What follows belongs to an exercise in optimizing a design on an open flow for small area, a short achievable clock period and few clock cycles per item; a production flow would make more cautious choices.
Function was checked by simulation only, so behaviour that the tests miss may differ from the original.
No activity file was given, so power comes from the tool's default toggle rates.

Setup of 11-23:
==> flow/design.v <==
package imem_pkg;
    localparam int DEPTH_LOG2_DEF = 8;
    localparam int DATA_W         = 16;
    localparam int ADDR_W         = 16;
endpackage
module lat_counter (
    input  logic clk,
    input  logic rst,
    output logic zero_o
);
    assign zero_o = 1'b1;
endmodule
module imem_sel #(
    parameter int N = 4
) (
    input  logic [N-1:0]                         sel_i,
    input  logic [N*imem_pkg::DATA_W-1:0]        in_i,    
    output logic [imem_pkg::DATA_W-1:0]          out_o
);
    always_comb begin
        out_o = '0;
        for (int k = 0; k < N; k++)
            out_o = out_o | ({imem_pkg::DATA_W{sel_i[k]}} & in_i[k*imem_pkg::DATA_W +: imem_pkg::DATA_W]);
    end
endmodule
module imem_resp (
    input  logic              clk,
    input  logic              rst,
    input  logic              req,
    input  logic              wr,
    input  logic [imem_pkg::ADDR_W-1:0] addr,
    input  logic [imem_pkg::DATA_W-1:0] data_in,
    output logic [imem_pkg::DATA_W-1:0] data_out,
    output logic              stall,
    output logic              done,
    output logic              err
);
    localparam int DEPTH_LOG2 = imem_pkg::DEPTH_LOG2_DEF;
    localparam int DEPTH      = 1 << DEPTH_LOG2;
    localparam int DW         = imem_pkg::DATA_W;
    logic [DW-1:0] mem_q [DEPTH];
    logic [DW-1:0] data_out_q, data_out_d;
    logic          done_q, err_q;
    logic [DEPTH_LOG2-1:0] idx;
    logic                  mem_we;
    logic                  mem_re;
    assign idx    = addr[DEPTH_LOG2:1];
    assign mem_we = req && !rst && !addr[0] &&  wr;
    assign mem_re = req && !addr[0] && !wr;
    logic [7:0] dec0, dec1;
    logic [3:0] dec2;
    always_comb begin
        for (int k = 0; k < 8; k++) dec0[k] = (idx[2:0] == k);
        for (int k = 0; k < 8; k++) dec1[k] = (idx[5:3] == k);
        for (int k = 0; k < 4; k++) dec2[k] = (idx[7:6] == k);
    end
    logic [DW-1:0] rd_l1 [32];
    logic [DW-1:0] rd_l2 [4];
    for (genvar g = 0; g < 32; g++) begin : g_l1
        logic [8*DW-1:0] in_w;
        for (genvar k = 0; k < 8; k++) begin : g_in
            assign in_w[k*DW +: DW] = mem_q[8 * g + k];
        end
        imem_sel #(.N(8)) u_sel (.sel_i(dec0), .in_i(in_w), .out_o(rd_l1[g]));
    end
    for (genvar g = 0; g < 4; g++) begin : g_l2
        logic [8*DW-1:0] in_w;
        for (genvar k = 0; k < 8; k++) begin : g_in
            assign in_w[k*DW +: DW] = rd_l1[8 * g + k];
        end
        imem_sel #(.N(8)) u_sel (.sel_i(dec1), .in_i(in_w), .out_o(rd_l2[g]));
    end
    logic       rd_en, hold;
    logic [4:0] sel3;
    assign rd_en = mem_re && !rst;
    assign hold  = !mem_re && !rst;
    always_comb begin
        for (int k = 0; k < 4; k++) sel3[k] = dec2[k] && rd_en;
        sel3[4] = hold;
    end
    begin : g_l3
        logic [5*DW-1:0] in_w;
        for (genvar k = 0; k < 4; k++) begin : g_in
            assign in_w[k*DW +: DW] = rd_l2[k];
        end
        assign in_w[4*DW +: DW] = data_out_q;
        imem_sel #(.N(5)) u_sel (.sel_i(sel3), .in_i(in_w), .out_o(data_out_d));
    end
    always_ff @(posedge clk) begin
        data_out_q <= data_out_d;
        if (rst) begin
            done_q <= 1'b0;
            err_q  <= 1'b0;
        end else begin
            done_q <= req;
            err_q  <= req && addr[0];
        end
    end
    always_ff @(posedge clk) begin
        if (mem_we) begin
            mem_q[idx] <= data_in;
        end
    end
    assign data_out = data_out_q;
    assign stall    = 1'b0;
    assign done     = done_q;
    assign err      = err_q;
endmodule
clock: 5.0 ns
lec_check: 0
cap_margin: 20
core_margin: 2
core_utilization: 40
cts_cluster_diameter: 100
cts_cluster_size: 24
setup_slack_margin: 3.0
slew_margin: 20
synth_hierarchical: 1
synth_minimum_keep_size: 0
tns_end_percent: 5
standard.sh (not shown) runs the stock make flow with config.mk's settings and CLKGATE_MAP_FILE= SYNTH_SCRIPT=/design/flow/synth_recipe.tcl, a recipe that flattens the netlist after the stock synthesis.
==> flow/flow/run.sh <==
#!/bin/bash
# Standard ORFS layout (standard synthesis unchanged), with two changes:
#  - port buffers are plain buf_2 cells instead of the default delay buffer,
#  - timing repair may resize cells across footprints, so port buffers and
#    other cells on critical paths can be upsized.
# The full make output is kept in standard.log; ORFS keeps each step's log
# under orfs/logs/.
set -euo pipefail
bash standard.sh MATCH_CELL_FOOTPRINT=0 \
    "BUFFER_PORTS_ARGS=-buffer_cell sky130_fd_sc_hd__buf_2" \
    finish > standard.log 2>&1
11-23 has completed all stages; timing, DRC and antenna checks passed.
Testbench counts of 11-23, summed over its fixed seeds: cycles 16,000, items 16,000.
[inputs] 10-24 vs 11-23
diff --git a/flow/design.v b/flow/design.v
--- a/flow/design.v
+++ b/flow/design.v
@@ -14,13 +14,9 @@
     parameter int N = 4
 ) (
-    input  logic [N-1:0]                         sel_i,
-    input  logic [N*imem_pkg::DATA_W-1:0]        in_i,    
-    output logic [imem_pkg::DATA_W-1:0]          out_o
+    input  logic [N-1:0] sel_i,
+    input  logic [N-1:0] in_i,
+    output logic         out_o
 );
-    always_comb begin
-        out_o = '0;
-        for (int k = 0; k < N; k++)
-            out_o = out_o | ({imem_pkg::DATA_W{sel_i[k]}} & in_i[k*imem_pkg::DATA_W +: imem_pkg::DATA_W]);
-    end
+    assign out_o = |(sel_i & in_i);
 endmodule
 module imem_resp (
@@ -57,18 +53,4 @@
     logic [DW-1:0] rd_l1 [32];
     logic [DW-1:0] rd_l2 [4];
-    for (genvar g = 0; g < 32; g++) begin : g_l1
-        logic [8*DW-1:0] in_w;
-        for (genvar k = 0; k < 8; k++) begin : g_in
-            assign in_w[k*DW +: DW] = mem_q[8 * g + k];
-        end
-        imem_sel #(.N(8)) u_sel (.sel_i(dec0), .in_i(in_w), .out_o(rd_l1[g]));
-    end
-    for (genvar g = 0; g < 4; g++) begin : g_l2
-        logic [8*DW-1:0] in_w;
-        for (genvar k = 0; k < 8; k++) begin : g_in
-            assign in_w[k*DW +: DW] = rd_l1[8 * g + k];
-        end
-        imem_sel #(.N(8)) u_sel (.sel_i(dec1), .in_i(in_w), .out_o(rd_l2[g]));
-    end
     logic       rd_en, hold;
     logic [4:0] sel3;
@@ -79,11 +61,27 @@
         sel3[4] = hold;
     end
-    begin : g_l3
-        logic [5*DW-1:0] in_w;
-        for (genvar k = 0; k < 4; k++) begin : g_in
-            assign in_w[k*DW +: DW] = rd_l2[k];
+    for (genvar b = 0; b < DW; b++) begin : g_bit
+        for (genvar g = 0; g < 32; g++) begin : g_l1
+            logic [7:0] in_b;
+            for (genvar k = 0; k < 8; k++) begin : g_in
+                assign in_b[k] = mem_q[8 * g + k][b];
+            end
+            imem_sel #(.N(8)) u_sel (.sel_i(dec0), .in_i(in_b), .out_o(rd_l1[g][b]));
         end
-        assign in_w[4*DW +: DW] = data_out_q;
-        imem_sel #(.N(5)) u_sel (.sel_i(sel3), .in_i(in_w), .out_o(data_out_d));
+        for (genvar g = 0; g < 4; g++) begin : g_l2
+            logic [7:0] in_b;
+            for (genvar k = 0; k < 8; k++) begin : g_in
+                assign in_b[k] = rd_l1[8 * g + k][b];
+            end
+            imem_sel #(.N(8)) u_sel (.sel_i(dec1), .in_i(in_b), .out_o(rd_l2[g][b]));
+        end
+        begin : g_l3
+            logic [4:0] in_b;
+            for (genvar k = 0; k < 4; k++) begin : g_in
+                assign in_b[k] = rd_l2[k][b];
+            end
+            assign in_b[4] = data_out_q[b];
+            imem_sel #(.N(5)) u_sel (.sel_i(sel3), .in_i(in_b), .out_o(data_out_d[b]));
+        end
     end
     always_ff @(posedge clk) begin
### Flow results
- Looking at total routed wire length on the met1 layer, 10-24 sits about 2.2% below 11-23.
- The final layout from 11-23, which completed every stage, passed the timing, design-rule and antenna checks at the end of the flow.
- 10-24 finished every stage and its layout cleared the timing, design-rule and antenna checks.
- 10-24 against 11-23: antenna diode instance count saw a decrease, synthesized area saw a decrease, final-layout fill cell count saw a decrease.
- Total routing usage reported by global routing ended up 1.4 points higher on 10-24 than on 11-23.
- Taking 11-23 as 1.0, 10-24 lands at 0.844 on number of gates given a new drive strength after cts.
- In the tables for 10-24 and 11-23, largest vdd supply drop reads higher with 10-24.
- Summary of 10-24 over 11-23: internal power comparable, storage element area comparable.
- The higher combinational share of power of 10-24 and 11-23 is in 11-23.
- On fraction of the cycle the final worst path needs: between 10-24 and 11-23, it ends up higher for 11-23.
Testbench counts of 10-24, summed over its fixed seeds: cycles 16,000, items 16,000.

==> port drivers added, routing unchanged <==
The results above use ideal ports. As a check the final layouts listed here were re-extracted and re-timed, cells and wires unchanged.
Step 1 assumes that a clkbuf_16 drives the clock port and a buf_2 every other input.
Step 2 also shifts input and output timing later by t, the mid clock arrival at the registers, as if the neighbouring blocks saw the same clock.
Slacks: ideal ports / drivers / drivers and shift; pairs: ideal ports / drivers.
run | shift t [ns] | setup WS [ns] | worst setup path at the end
11-23 | 1.008 | 1.968 / 1.835 / 0.827 | input to register
10-24 | 1.024 | 2.119 / 2.066 / 1.042 | input to register
After both steps setup and hold are still met in every run listed. For 11-23, which loses most, drivers alone change the setup slack by -0.133 ns; drivers and shift together by -1.141 ns.
